What follows belongs to an exercise in optimizing a design on an open flow for small area, a short achievable clock period and few clock cycles; a production flow would make more cautious choices. Where RTL was checked, it was by simulation tests only, not by an equivalence proof against the original. Power is estimated from default activity; no workload was simulated.

==> job 4571 <==
==> flow/design.v <==
module tensor_axis_permute_addresses_top #(
   parameter int RANK_LIMIT = 4,
   parameter int AXIS_BITS  = 8,
   parameter int VALUE_BITS = 32
) (
   input  logic        clock,
   input  logic        reset,
   input  logic        req_valid,
   output logic        req_ready,
   input  logic [31:0] req_element_value,
   output logic        rsp_valid,
   input  logic        rsp_ready,
   output logic [31:0] rsp_dest_address,
   output logic [31:0] rsp_moved_value,
   output logic        rsp_final_element,
   input  logic        csr_valid,
   output logic        csr_ready,
   input  logic [1:0]  csr_index,
   input  logic [31:0] csr_data
);
   localparam int WB = 25;                  
   localparam logic [1:0] M_INC  = 2'd0;    
   localparam logic [1:0] M_ZERO = 2'd1;    
   localparam logic [1:0] M_NONE = 2'd2;    
   localparam logic [1:0] S_IDLE  = 2'd0;
   localparam logic [1:0] S_PRIME = 2'd1;   
   localparam logic [1:0] S_WC    = 2'd2;   
   localparam logic [1:0] S_PC    = 2'd3;   
   logic [1:0]         rm1;        
   logic [3:0][7:0]    sz;         
   logic [3:0][1:0]    ord;        
   logic [3:0][7:0]    c;          
   logic [3:0]         tp;         
   logic               fx;         
   logic [1:0]         kx;         
   logic [1:0]         nk, nmode;  
   logic [3:0][31:0]   P;
   logic [2:0]         pv;
   logic [3:0][WB-1:0] W;
   logic [3:0]         wv;
   logic [31:0]        PK;         
   logic [31:0]        WK;         
   logic               ov, olast;
   logic [31:0]        oval;
   logic               rdy;
   logic [1:0]         est, ej;
   logic               eph, efirst;
   logic [1:0]         oj;         
   logic [1:0]         ojn;        
   logic [7:0]         sj;         
   logic               jact;       
   logic [3:0]      in_use, szz, tp_nx, tp_pr;
   logic [3:0][7:0] c_nx, c_inc;
   logic            fx_nx, fx_pr;
   logic [1:0]      kx_nx, kx_pr;
   always_comb begin
      for (int i = 0; i < 4; i++) begin
         in_use[i] = 2'(i) <= rm1;
         szz[i]    = sz[i] == 8'd0;
         c_inc[i]  = c[i] + 8'd1;
         tp_pr[i]  = c[i] >= sz[i];
      end
      c_nx  = c;
      tp_nx = tp;
      if (fx) begin
         c_nx  = '0;
         tp_nx = szz;
      end else begin
         for (int i = 0; i < 4; i++) begin
            if (2'(i) == kx) begin
               c_nx[i]  = c_inc[i];
               tp_nx[i] = c_inc[i] == sz[i];
            end else if (2'(i) > kx && in_use[i]) begin
               c_nx[i]  = 8'd0;
               tp_nx[i] = szz[i];
            end
         end
      end
      fx_nx = 1'b1;
      kx_nx = 2'd0;
      fx_pr = 1'b1;
      kx_pr = 2'd0;
      for (int i = 0; i < 4; i++) begin
         if (in_use[i] && !tp_nx[i]) begin
            fx_nx = 1'b0;
            kx_nx = 2'(i);
         end
         if (in_use[i] && !tp_pr[i]) begin
            fx_pr = 1'b0;
            kx_pr = 2'(i);
         end
      end
   end
   logic [31:0] asum;
   assign asum = PK + WK;
   logic ofree, req_fire, oload;
   logic [1:0] lmode, lk, kq;
   assign ofree    = !ov || rsp_ready;
   assign req_fire = req_valid && rdy && ofree;
   assign oload    = req_fire;
   assign lmode    = nmode;
   assign lk       = nk;
   assign kq       = kx;                
   logic [1:0]  psel;
   logic        pz;
   logic [31:0] prd;
   always_comb begin
      psel = 2'd3;
      pz   = 1'b0;
      if (kq != 2'd3) begin
         if (kq >= 2'd2 && pv[2]) psel = 2'd2;
         else if (kq >= 2'd1 && pv[1]) psel = 2'd1;
         else if (pv[0]) psel = 2'd0;
         else pz = 1'b1;
      end
   end
   assign prd = pz ? 32'd0 : P[psel];
   logic [1:0]    wsel;
   logic [WB-1:0] wrd;
   assign wrd = wv[wsel] ? W[wsel] : '0;
   assign csr_ready         = 1'b1;
   assign req_ready         = rdy && ofree;
   assign rsp_valid         = ov;
   assign rsp_dest_address  = P[3];
   assign rsp_moved_value   = oval;
   assign rsp_final_element = olast;
   logic [1:0]         rm1_n;
   logic [3:0][7:0]    sz_n;
   logic [3:0][1:0]    ord_n;
   logic [3:0][7:0]    c_n;
   logic [3:0]         tp_n;
   logic               fx_n;
   logic [1:0]         kx_n;
   logic [3:0]         pwe;        
   logic [2:0]         pv_n;
   logic [3:0]         wwe;        
   logic [3:0]         wv_n;
   logic [31:0]        PK_n, WK_n;
   logic               pk_a, pk_r, pk_i, pk_1, pk_p, pk_h;    
   logic               wk_w, wk_b, wk_p, wk_s;                
   logic [1:0]         nmode_n, nk_n;
   logic [1:0]         est_n, ej_n, oj_n, ojn_n;
   logic               eph_n, efirst_n, jact_n;
   logic [7:0]         sj_n;
   logic               busy_n, lok_n, rdy_n;
   always_comb begin
      logic adv, done, wwr;
      logic [1:0] ejm;
      rm1_n    = rm1;
      sz_n     = sz;
      ord_n    = ord;
      c_n      = c;
      tp_n     = tp;
      fx_n     = fx;
      kx_n     = kx;
      pwe      = 4'b0000;
      pv_n     = pv;
      wwe      = 4'b0000;
      wv_n     = wv;
      pk_a = 1'b0; pk_r = 1'b0; pk_i = 1'b0; pk_1 = 1'b0; pk_p = 1'b0; pk_h = 1'b1;
      wk_w = 1'b0; wk_b = 1'b0; wk_p = 1'b0; wk_s = 1'b0;
      nmode_n  = nmode;
      nk_n     = nk;
      est_n    = est;
      ej_n     = ej;
      oj_n     = oj;
      ojn_n    = ojn;
      sj_n     = sj;
      jact_n   = jact;
      eph_n    = eph;
      efirst_n = efirst;
      adv      = 1'b0;
      done     = 1'b0;
      wwr      = 1'b0;
      ejm      = ej - 2'd1;
      if (req_fire) begin
         nk_n    = kx;
         nmode_n = fx ? M_ZERO : M_INC;
         c_n     = c_nx;
         tp_n    = tp_nx;
         fx_n    = fx_nx;
         kx_n    = kx_nx;
      end
      case (est)
         S_WC:    wsel = (eph || ej != 2'd0) ? ojn : (nmode == M_ZERO) ? kx : lk;
         S_PC:    wsel = ej;
         default: wsel = kq;     
      endcase
      if (oload) begin
         if (lmode == M_ZERO) begin
            pwe[3] = 1'b1;               
            pv_n   = 3'b000;
         end else if (lmode == M_INC) begin
            pwe[3] = 1'b1;
            if (lk != 2'd3) pwe[lk] = 1'b1;
            for (int m = 0; m < 3; m++) begin
               if (2'(m) == lk) pv_n[m] = 1'b1;
               else if (2'(m) > lk) pv_n[m] = 1'b0;
            end
         end
         if (est == S_IDLE) begin
            wk_w = 1'b1;
            pk_h = 1'b0;
            case (lmode)
               M_ZERO:  ;
               M_INC:   if (kq >= lk) pk_a = 1'b1; else pk_r = 1'b1;
               default: pk_r = 1'b1;
            endcase
         end
      end
      case (est)
         S_PRIME: begin
            oj_n   = ord[ej];
            ojn_n  = ord[ejm];
            sj_n   = sz[ord[ej]];
            jact_n = ord[ej] <= rm1;
            wk_w   = 1'b1;                       
            tp_n   = tp_pr;
            fx_n   = fx_pr;
            kx_n   = kx_pr;
            est_n  = S_WC;
         end
         S_WC: begin
            if (!eph) begin
               if (jact) begin
                  wwe[oj] = 1'b1;                
                  wv_n[oj] = 1'b1;
                  wwr     = 1'b1;
                  if (ej == 2'd0) begin
                     done = 1'b1;
                  end else if (efirst) begin
                     pk_h     = 1'b0;                 
                     pk_i     = 1'b1;
                     efirst_n = 1'b0;
                     adv      = 1'b1;
                  end else begin
                     wk_p = 1'b1;
                     if (sj[0]) begin
                        pk_h = 1'b0;
                        pk_p = 1'b1;
                     end
                     sj_n = sj >> 1;
                     if ((sj >> 1) == 8'd0) adv = 1'b1;
                     else eph_n = 1'b1;
                  end
               end else begin
                  if (ej == 2'd0) done = 1'b1;
                  else adv = 1'b1;
               end
            end else begin
               if (sj[0]) begin                      
                  pk_h = 1'b0;
                  pk_a = 1'b1;
               end
               wk_s = 1'b1;
               sj_n = sj >> 1;
               if ((sj >> 1) == 8'd0) begin
                  eph_n = 1'b0;
                  adv   = 1'b1;
               end
            end
            if (adv) begin
               ej_n   = ejm;
               oj_n   = ojn;
               ojn_n  = ord[ej - 2'd2];
               sj_n   = sz[ojn];
               jact_n = ojn <= rm1;
               wk_p   = 1'b0;
               wk_s   = 1'b0;
               if (wwr && ojn == oj) wk_b = 1'b1;
               else wk_w = 1'b1;
            end
            if (done) begin
               eph_n = 1'b0;
               pk_h  = 1'b0;
               pk_a  = 1'b0;
               pk_i  = 1'b0;
               pk_p  = 1'b0;
               if (nmode == M_NONE) begin
                  pwe[3] = 1'b1;             
                  pv_n   = 3'b000;
                  est_n  = S_PC;
                  ej_n   = 2'd0;
               end else begin
                  est_n = S_IDLE;
                  if (wwr && wsel == oj) wk_b = 1'b1;
                  else wk_w = 1'b1;
               end
            end
         end
         S_PC: begin
            if (!eph) begin
               wk_w = 1'b1;
               sj_n = c[ej];
               if (c[ej] != 8'd0) eph_n = 1'b1;
               else if (ej == rm1) est_n = S_IDLE;
               else ej_n = ej + 2'd1;
            end else begin
               if (sj[0]) begin
                  pk_h   = 1'b0;
                  pk_a   = 1'b1;
                  pwe[3] = 1'b1;
                  if (ej != 2'd3) pwe[ej] = 1'b1;
                  for (int m = 0; m < 3; m++) begin
                     if (2'(m) == ej) pv_n[m] = 1'b1;
                     else if (2'(m) > ej) pv_n[m] = 1'b0;
                  end
               end
               wk_s = 1'b1;
               sj_n = sj >> 1;
               if ((sj >> 1) == 8'd0) begin
                  eph_n = 1'b0;
                  if (ej == rm1) est_n = S_IDLE;
                  else ej_n = ej + 2'd1;
               end
            end
         end
         default: ;
      endcase
      if (csr_valid) begin
         case (csr_index)
            2'd0: rm1_n = (csr_data[2:0] == 3'd0) ? 2'd0 :
                          (csr_data[2:0] > 3'd4) ? 2'd3 : 2'(csr_data[2:0] - 3'd1);
            2'd1: sz_n  = csr_data;
            2'd2: ord_n = csr_data[7:0];
            default: ;
         endcase
         nmode_n  = (c == '0) ? M_ZERO : M_NONE;
         est_n    = S_PRIME;
         ej_n     = rm1_n;
         eph_n    = 1'b0;
         efirst_n = 1'b1;
         wv_n     = 4'b0000;
         pk_a = 1'b0; pk_r = 1'b0; pk_i = 1'b0; pk_p = 1'b0; pk_h = 1'b0;
         pk_1 = 1'b1;
      end
      PK_n = ({32{pk_a}} & asum) | ({32{pk_r}} & prd) | ({32{pk_i}} & (32'(sj) + 32'd1)) |
             ({32{pk_p}} & (PK << 1)) | ({32{pk_h}} & PK) | 32'(pk_1);
      WK_n = ({32{wk_b}} & 32'(asum[WB-1:0])) | ({32{wk_w}} & 32'(wrd)) |
             ({32{wk_p}} & (PK << 1)) | ({32{wk_s}} & (WK << 1)) |
             ({32{!(wk_b || wk_w || wk_p || wk_s)}} & WK);
      busy_n = est_n != S_IDLE;
      lok_n  = (nmode_n == M_ZERO) || !busy_n;
      rdy_n  = lok_n && est_n != S_PRIME;
   end
   logic p3z;
   assign p3z = (oload && lmode == M_ZERO) || (est == S_WC && nmode == M_NONE);
   always_ff @(posedge clock) begin
      if (reset) begin
         rm1     <= 2'd0;
         sz      <= '0;
         ord     <= {2'd3, 2'd2, 2'd1, 2'd0};
         c       <= '0;
         nk      <= 2'd0;
         nmode   <= M_ZERO;
         pv      <= 3'b000;
         wv      <= 4'b0000;
         ov      <= 1'b0;
         rdy     <= 1'b0;
         est     <= S_PRIME;
         ej      <= 2'd0;
         eph     <= 1'b0;
         efirst  <= 1'b1;
         PK      <= 32'd1;
      end else begin
         rm1     <= rm1_n;
         sz      <= sz_n;
         ord     <= ord_n;
         c       <= c_n;
         nk      <= nk_n;
         nmode   <= nmode_n;
         pv      <= pv_n;
         wv      <= wv_n;
         if (ofree) ov <= oload;
         rdy     <= rdy_n;
         est     <= est_n;
         ej      <= ej_n;
         eph     <= eph_n;
         efirst  <= efirst_n;
         PK      <= PK_n;
      end
   end
   always_ff @(posedge clock) begin
      for (int m = 0; m < 4; m++) begin
         if (pwe[m]) P[m] <= (m == 3 && p3z) ? 32'd0 : asum;
         if (wwe[m]) W[m] <= asum[WB-1:0];
      end
      tp     <= tp_n;
      fx     <= fx_n;
      kx     <= kx_n;
      WK     <= WK_n;
      oj     <= oj_n;
      ojn    <= ojn_n;
      sj     <= sj_n;
      jact   <= jact_n;
      if (oload) begin
         oval  <= req_element_value;
         olast <= fx;
      end
   end
endmodule
==> flow/run.sh <==
#!/bin/bash
# synth_recipe.tcl (not shown) runs the flow's synth.tcl, then flattens the netlist and writes it again
# the make line also repeats each setting of config.mk as NAME=value (left out here)
make -C /OpenROAD-flow-scripts/flow DESIGN_CONFIG=/design/flow/config.mk WORK_HOME=/design/flow/orfs CLKGATE_MAP_FILE= SYNTH_SCRIPT=/design/flow/synth_recipe.tcl finish
==> flow/config.mk <==
export PLATFORM = sky130hd
export DESIGN_NAME = tensor_axis_permute_addresses_top
export DESIGN_NICKNAME = tensor_axis_permute_addresses_top
export VERILOG_FILES = /design/flow/design.v
export SDC_FILE = /design/flow/constraint.sdc
export NUM_CORES = 4
export LEC_CHECK = 0
export ABC_CLOCK_PERIOD_IN_PS = 2800
export CAP_MARGIN = 20
export CORE_MARGIN = 2
export CORE_UTILIZATION = 40
export PLACE_DENSITY = 0.6
export SETUP_SLACK_MARGIN = 3.75
export SLEW_MARGIN = 20
==> flow/constraint.sdc <==
create_clock -name core_clock -period 7.0 [get_ports {clock}]
set_input_delay 1.4000 -clock core_clock [delete_from_list [all_inputs] [get_ports {clock}]]
set_output_delay 1.4000 -clock core_clock [all_outputs]
set_load 0.01 [all_outputs]
==> job 9768 (differences from job 4571) <==
--- a/flow/design.v
+++ b/flow/design.v
@@ -36,13 +36,16 @@
    logic [1:0]         nk, nmode;  
    logic [3:0][31:0]   P;
    logic [2:0]         pv;
-   logic [3:0][WB-1:0] W;
-   logic [3:0]         wv;
+   logic [24:0]        es0;        
+   logic [16:0]        es1;
+   logic [8:0]         es2;
+   logic [3:0]         ev;
    logic [31:0]        PK;         
    logic [31:0]        WK;         
    logic               ov, olast;
    logic [31:0]        oval;
    logic               rdy;
+   logic               rdy_e;      
    logic [1:0]         est, ej;
    logic               eph, efirst;
    logic [1:0]         oj;         
@@ -51,13 +54,15 @@
    logic               jact;       
    logic [3:0]      in_use, szz, tp_nx, tp_pr;
    logic [3:0][7:0] c_nx, c_inc;
+   logic [7:0]      cq;
+   assign cq = c[ej];
    logic            fx_nx, fx_pr;
    logic [1:0]      kx_nx, kx_pr;
    always_comb begin
       for (int i = 0; i < 4; i++) begin
          in_use[i] = 2'(i) <= rm1;
-         szz[i]    = sz[i] == 8'd0;
          c_inc[i]  = c[i] + 8'd1;
+         szz[i]    = sz[i] == 8'd0;
          tp_pr[i]  = c[i] >= sz[i];
       end
       c_nx  = c;
@@ -96,7 +101,7 @@
    logic ofree, req_fire, oload;
    logic [1:0] lmode, lk, kq;
    assign ofree    = !ov || rsp_ready;
-   assign req_fire = req_valid && rdy && ofree;
+   assign req_fire = req_valid && req_ready;
    assign oload    = req_fire;
    assign lmode    = nmode;
    assign lk       = nk;
@@ -117,9 +122,14 @@
    assign prd = pz ? 32'd0 : P[psel];
    logic [1:0]    wsel;
    logic [WB-1:0] wrd;
-   assign wrd = wv[wsel] ? W[wsel] : '0;
+   logic [3:0]    ehit;
+   always_comb begin
+      for (int j = 0; j < 4; j++) ehit[j] = ev[j] && ord[j] == wsel;
+      wrd = ehit[0] ? WB'(es0) : ehit[1] ? WB'(es1) : ehit[2] ? WB'(es2) :
+            ehit[3] ? WB'(1) : '0;
+   end
    assign csr_ready         = 1'b1;
-   assign req_ready         = rdy && ofree;
+   assign req_ready         = rdy_e || (rdy && rsp_ready);
    assign rsp_valid         = ov;
    assign rsp_dest_address  = P[3];
    assign rsp_moved_value   = oval;
@@ -133,8 +143,8 @@
    logic [1:0]         kx_n;
    logic [3:0]         pwe;        
    logic [2:0]         pv_n;
-   logic [3:0]         wwe;        
-   logic [3:0]         wv_n;
+   logic [3:0]         ewe;        
+   logic [3:0]         ev_n;
    logic [31:0]        PK_n, WK_n;
    logic               pk_a, pk_r, pk_i, pk_1, pk_p, pk_h;    
    logic               wk_w, wk_b, wk_p, wk_s;                
@@ -142,6 +152,9 @@
    logic [1:0]         est_n, ej_n, oj_n, ojn_n;
    logic               eph_n, efirst_n, jact_n;
    logic [7:0]         sj_n;
+   logic               sj_z, sj_s, sj_c;    
+   logic [7:0]         szq;                 
+   assign szq = sz[(est == S_PRIME) ? ord[ej] : ojn];
    logic               busy_n, lok_n, rdy_n;
    always_comb begin
       logic adv, done, wwr;
@@ -155,8 +168,8 @@
       kx_n     = kx;
       pwe      = 4'b0000;
       pv_n     = pv;
-      wwe      = 4'b0000;
-      wv_n     = wv;
+      ewe      = 4'b0000;
+      ev_n     = ev;
       pk_a = 1'b0; pk_r = 1'b0; pk_i = 1'b0; pk_1 = 1'b0; pk_p = 1'b0; pk_h = 1'b1;
       wk_w = 1'b0; wk_b = 1'b0; wk_p = 1'b0; wk_s = 1'b0;
       nmode_n  = nmode;
@@ -165,7 +178,7 @@
       ej_n     = ej;
       oj_n     = oj;
       ojn_n    = ojn;
-      sj_n     = sj;
+      sj_z = 1'b0; sj_s = 1'b0; sj_c = 1'b0;
       jact_n   = jact;
       eph_n    = eph;
       efirst_n = efirst;
@@ -212,7 +225,7 @@
          S_PRIME: begin
             oj_n   = ord[ej];
             ojn_n  = ord[ejm];
-            sj_n   = sz[ord[ej]];
+            sj_z   = 1'b1;
             jact_n = ord[ej] <= rm1;
             wk_w   = 1'b1;                       
             tp_n   = tp_pr;
@@ -223,8 +236,8 @@
          S_WC: begin
             if (!eph) begin
                if (jact) begin
-                  wwe[oj] = 1'b1;                
-                  wv_n[oj] = 1'b1;
+                  ewe[ej] = 1'b1;                
+                  ev_n[ej] = 1'b1;
                   wwr     = 1'b1;
                   if (ej == 2'd0) begin
                      done = 1'b1;
@@ -239,7 +252,7 @@
                         pk_h = 1'b0;
                         pk_p = 1'b1;
                      end
-                     sj_n = sj >> 1;
+                     sj_s = 1'b1;
                      if ((sj >> 1) == 8'd0) adv = 1'b1;
                      else eph_n = 1'b1;
                   end
@@ -253,7 +266,7 @@
                   pk_a = 1'b1;
                end
                wk_s = 1'b1;
-               sj_n = sj >> 1;
+               sj_s = 1'b1;
                if ((sj >> 1) == 8'd0) begin
                   eph_n = 1'b0;
                   adv   = 1'b1;
@@ -263,7 +276,8 @@
                ej_n   = ejm;
                oj_n   = ojn;
                ojn_n  = ord[ej - 2'd2];
-               sj_n   = sz[ojn];
+               sj_s   = 1'b0;
+               sj_z   = 1'b1;
                jact_n = ojn <= rm1;
                wk_p   = 1'b0;
                wk_s   = 1'b0;
@@ -291,7 +305,7 @@
          S_PC: begin
             if (!eph) begin
                wk_w = 1'b1;
-               sj_n = c[ej];
+               sj_c = 1'b1;
                if (c[ej] != 8'd0) eph_n = 1'b1;
                else if (ej == rm1) est_n = S_IDLE;
                else ej_n = ej + 2'd1;
@@ -307,7 +321,7 @@
                   end
                end
                wk_s = 1'b1;
-               sj_n = sj >> 1;
+               sj_s = 1'b1;
                if ((sj >> 1) == 8'd0) begin
                   eph_n = 1'b0;
                   if (ej == rm1) est_n = S_IDLE;
@@ -330,7 +344,7 @@
          ej_n     = rm1_n;
          eph_n    = 1'b0;
          efirst_n = 1'b1;
-         wv_n     = 4'b0000;
+         ev_n     = 4'b0000;
          pk_a = 1'b0; pk_r = 1'b0; pk_i = 1'b0; pk_p = 1'b0; pk_h = 1'b0;
          pk_1 = 1'b1;
       end
@@ -339,6 +353,8 @@
       WK_n = ({32{wk_b}} & 32'(asum[WB-1:0])) | ({32{wk_w}} & 32'(wrd)) |
              ({32{wk_p}} & (PK << 1)) | ({32{wk_s}} & (WK << 1)) |
              ({32{!(wk_b || wk_w || wk_p || wk_s)}} & WK);
+      sj_n = ({8{sj_z}} & szq) | ({8{sj_s}} & (sj >> 1)) | ({8{sj_c}} & cq) |
+             ({8{!(sj_z || sj_s || sj_c)}} & sj);
       busy_n = est_n != S_IDLE;
       lok_n  = (nmode_n == M_ZERO) || !busy_n;
       rdy_n  = lok_n && est_n != S_PRIME;
@@ -354,9 +370,10 @@
          nk      <= 2'd0;
          nmode   <= M_ZERO;
          pv      <= 3'b000;
-         wv      <= 4'b0000;
+         ev      <= 4'b0000;
          ov      <= 1'b0;
          rdy     <= 1'b0;
+         rdy_e   <= 1'b0;
          est     <= S_PRIME;
          ej      <= 2'd0;
          eph     <= 1'b0;
@@ -370,8 +387,9 @@
          nk      <= nk_n;
          nmode   <= nmode_n;
          pv      <= pv_n;
-         wv      <= wv_n;
+         ev      <= ev_n;
          if (ofree) ov <= oload;
+         rdy_e   <= rdy_n && !(oload || (ov && !rsp_ready));
          rdy     <= rdy_n;
          est     <= est_n;
          ej      <= ej_n;
@@ -383,8 +401,10 @@
    always_ff @(posedge clock) begin
       for (int m = 0; m < 4; m++) begin
          if (pwe[m]) P[m] <= (m == 3 && p3z) ? 32'd0 : asum;
-         if (wwe[m]) W[m] <= asum[WB-1:0];
       end
+      if (ewe[0]) es0 <= asum[24:0];
+      if (ewe[1]) es1 <= asum[16:0];
+      if (ewe[2]) es2 <= asum[8:0];
       tp     <= tp_n;
       fx     <= fx_n;
       kx     <= kx_n;
CORE_UTILIZATION = 55   (was 40)
CTS_BUF_LIST = sky130_fd_sc_hd__clkbuf_8   (was not set)
CTS_CLUSTER_SIZE = 30   (was not set)
PLACE_DENSITY = 0.7   (was 0.6)
SETUP_SLACK_MARGIN = 3.8   (was 3.75)
==> job 712 (differences from job 4571) <==
--- a/flow/design.v
+++ b/flow/design.v
@@ -43,6 +43,7 @@
    logic               ov, olast;
    logic [31:0]        oval;
    logic               rdy;
+   logic               rdy_e;      
    logic [1:0]         est, ej;
    logic               eph, efirst;
    logic [1:0]         oj;         
@@ -51,13 +52,15 @@
    logic               jact;       
    logic [3:0]      in_use, szz, tp_nx, tp_pr;
    logic [3:0][7:0] c_nx, c_inc;
+   logic [7:0]      cq;
+   assign cq = c[ej];
    logic            fx_nx, fx_pr;
    logic [1:0]      kx_nx, kx_pr;
    always_comb begin
       for (int i = 0; i < 4; i++) begin
          in_use[i] = 2'(i) <= rm1;
-         szz[i]    = sz[i] == 8'd0;
          c_inc[i]  = c[i] + 8'd1;
+         szz[i]    = sz[i] == 8'd0;
          tp_pr[i]  = c[i] >= sz[i];
       end
       c_nx  = c;
@@ -96,7 +99,7 @@
    logic ofree, req_fire, oload;
    logic [1:0] lmode, lk, kq;
    assign ofree    = !ov || rsp_ready;
-   assign req_fire = req_valid && rdy && ofree;
+   assign req_fire = req_valid && req_ready;
    assign oload    = req_fire;
    assign lmode    = nmode;
    assign lk       = nk;
@@ -119,7 +122,7 @@
    logic [WB-1:0] wrd;
    assign wrd = wv[wsel] ? W[wsel] : '0;
    assign csr_ready         = 1'b1;
-   assign req_ready         = rdy && ofree;
+   assign req_ready         = rdy_e || (rdy && rsp_ready);
    assign rsp_valid         = ov;
    assign rsp_dest_address  = P[3];
    assign rsp_moved_value   = oval;
@@ -142,6 +145,9 @@
    logic [1:0]         est_n, ej_n, oj_n, ojn_n;
    logic               eph_n, efirst_n, jact_n;
    logic [7:0]         sj_n;
+   logic               sj_z, sj_s, sj_c;    
+   logic [7:0]         szq;                 
+   assign szq = sz[(est == S_PRIME) ? ord[ej] : ojn];
    logic               busy_n, lok_n, rdy_n;
    always_comb begin
       logic adv, done, wwr;
@@ -165,7 +171,7 @@
       ej_n     = ej;
       oj_n     = oj;
       ojn_n    = ojn;
-      sj_n     = sj;
+      sj_z = 1'b0; sj_s = 1'b0; sj_c = 1'b0;
       jact_n   = jact;
       eph_n    = eph;
       efirst_n = efirst;
@@ -212,7 +218,7 @@
          S_PRIME: begin
             oj_n   = ord[ej];
             ojn_n  = ord[ejm];
-            sj_n   = sz[ord[ej]];
+            sj_z   = 1'b1;
             jact_n = ord[ej] <= rm1;
             wk_w   = 1'b1;                       
             tp_n   = tp_pr;
@@ -239,7 +245,7 @@
                         pk_h = 1'b0;
                         pk_p = 1'b1;
                      end
-                     sj_n = sj >> 1;
+                     sj_s = 1'b1;
                      if ((sj >> 1) == 8'd0) adv = 1'b1;
                      else eph_n = 1'b1;
                   end
@@ -253,7 +259,7 @@
                   pk_a = 1'b1;
                end
                wk_s = 1'b1;
-               sj_n = sj >> 1;
+               sj_s = 1'b1;
                if ((sj >> 1) == 8'd0) begin
                   eph_n = 1'b0;
                   adv   = 1'b1;
@@ -263,7 +269,8 @@
                ej_n   = ejm;
                oj_n   = ojn;
                ojn_n  = ord[ej - 2'd2];
-               sj_n   = sz[ojn];
+               sj_s   = 1'b0;
+               sj_z   = 1'b1;
                jact_n = ojn <= rm1;
                wk_p   = 1'b0;
                wk_s   = 1'b0;
@@ -291,7 +298,7 @@
          S_PC: begin
             if (!eph) begin
                wk_w = 1'b1;
-               sj_n = c[ej];
+               sj_c = 1'b1;
                if (c[ej] != 8'd0) eph_n = 1'b1;
                else if (ej == rm1) est_n = S_IDLE;
                else ej_n = ej + 2'd1;
@@ -307,7 +314,7 @@
                   end
                end
                wk_s = 1'b1;
-               sj_n = sj >> 1;
+               sj_s = 1'b1;
                if ((sj >> 1) == 8'd0) begin
                   eph_n = 1'b0;
                   if (ej == rm1) est_n = S_IDLE;
@@ -339,6 +346,8 @@
       WK_n = ({32{wk_b}} & 32'(asum[WB-1:0])) | ({32{wk_w}} & 32'(wrd)) |
              ({32{wk_p}} & (PK << 1)) | ({32{wk_s}} & (WK << 1)) |
              ({32{!(wk_b || wk_w || wk_p || wk_s)}} & WK);
+      sj_n = ({8{sj_z}} & szq) | ({8{sj_s}} & (sj >> 1)) | ({8{sj_c}} & cq) |
+             ({8{!(sj_z || sj_s || sj_c)}} & sj);
       busy_n = est_n != S_IDLE;
       lok_n  = (nmode_n == M_ZERO) || !busy_n;
       rdy_n  = lok_n && est_n != S_PRIME;
@@ -357,6 +366,7 @@
          wv      <= 4'b0000;
          ov      <= 1'b0;
          rdy     <= 1'b0;
+         rdy_e   <= 1'b0;
          est     <= S_PRIME;
          ej      <= 2'd0;
          eph     <= 1'b0;
@@ -372,6 +382,7 @@
          pv      <= pv_n;
          wv      <= wv_n;
          if (ofree) ov <= oload;
+         rdy_e   <= rdy_n && !(oload || (ov && !rsp_ready));
          rdy     <= rdy_n;
          est     <= est_n;
          ej      <= ej_n;
CORE_UTILIZATION = 55   (was 40)
CTS_BUF_LIST = sky130_fd_sc_hd__clkbuf_8   (was not set)
CTS_CLUSTER_SIZE = 30   (was not set)
PLACE_DENSITY = 0.7   (was 0.6)
SETUP_SLACK_MARGIN = 3.8   (was 3.75)
==> summary of the runs <==
- Register-to-register slack, lowest first: job 4571, job 9768, job 712.
- Synthesized area: job 4571 > job 712 > job 9768.
- Sequential power, highest first: job 712, job 4571, job 9768.
- Against job 4571, the hold slack of job 9768 is higher by 0.0065 ns.
- Job 4571 passed the timing, design-rule and antenna checks. Job 712 completed with no timing, DRC or antenna violations. Job 9768 passed the timing, design-rule and antenna checks.
- Clock skew: job 712 is lower than job 9768 (0.0083 ns).
==> figures <==
Status: job 9768 no timing/DRC/antenna violations; job 712 no timing/DRC/antenna violations; job 4571 no timing/DRC/antenna violations
Total Die Area: job 9768 39200 um^2; job 712 42600 um^2; job 4571 59400 um^2
Met3 Wirelength: job 9768 7070 um; job 712 5970 um; job 4571 6180 um
Clk Tree Root Cell: job 9768 clkbuf_8; job 712 clkbuf_8; job 4571 clkbuf_16
RD Place Congestion: job 9768 0.971; job 712 0.988; job 4571 0.948
WHS Endpoint: job 9768 ev[1]; job 712 wv[3]; job 4571 wv[2]
Multi-input gate count: job 9768 1360; job 712 1380; job 4571 1431
Critical path peak fanout: job 9768 42; job 712 2; job 4571 3
Start point of the critical path: job 9768 req_valid; job 712 rsp_ready; job 4571 rsp_ready
Resize count post-CTS: job 9768 44; job 712 59; job 4571 25
Mapped Cells: job 9768 1980; job 712 2062; job 4571 2087
Testbench counts of job 712, summed over its fixed seeds: cycles 13,044.
Function not checked in job 4571 and job 9768: the RTL went through the layout flow alone.

[port drivers added, routing unchanged]
The results above use ideal ports. As a check the final layouts listed here were re-extracted and re-timed, cells and wires unchanged. Step 1 sets driving cells, clkbuf_16 on the clock port and buf_2 on the other inputs (assumed; they add their load-dependent delay and slew). Step 2, shift: input delay + t, output delay - t, t = (earliest + latest rising clock arrival at the registers) / 2. This alone moves slack from input paths to output paths. Slacks: ideal ports / drivers / drivers and shift; pairs: ideal ports / drivers.
run | t, ns | slack for setup (ns) | worst setup path after step 2 | worst data-port slew with drivers (ns) | cell pins on the clock port's net
job 4571 | 0.657 | 3.662 / 3.639 / 3.313 | input to register | 0.06 | 1
job 9768 | 0.717 | 3.741 / 3.751 / 3.054 | input to register | 0.05 | 1
job 712 | 0.690 | 3.800 / 3.767 / 3.375 | input to register | 0.06 | 1
After both steps every run listed still meets setup and hold. The setup slack of job 9768, which loses most, moves by +0.010 ns with the drivers and by -0.687 ns with both steps.
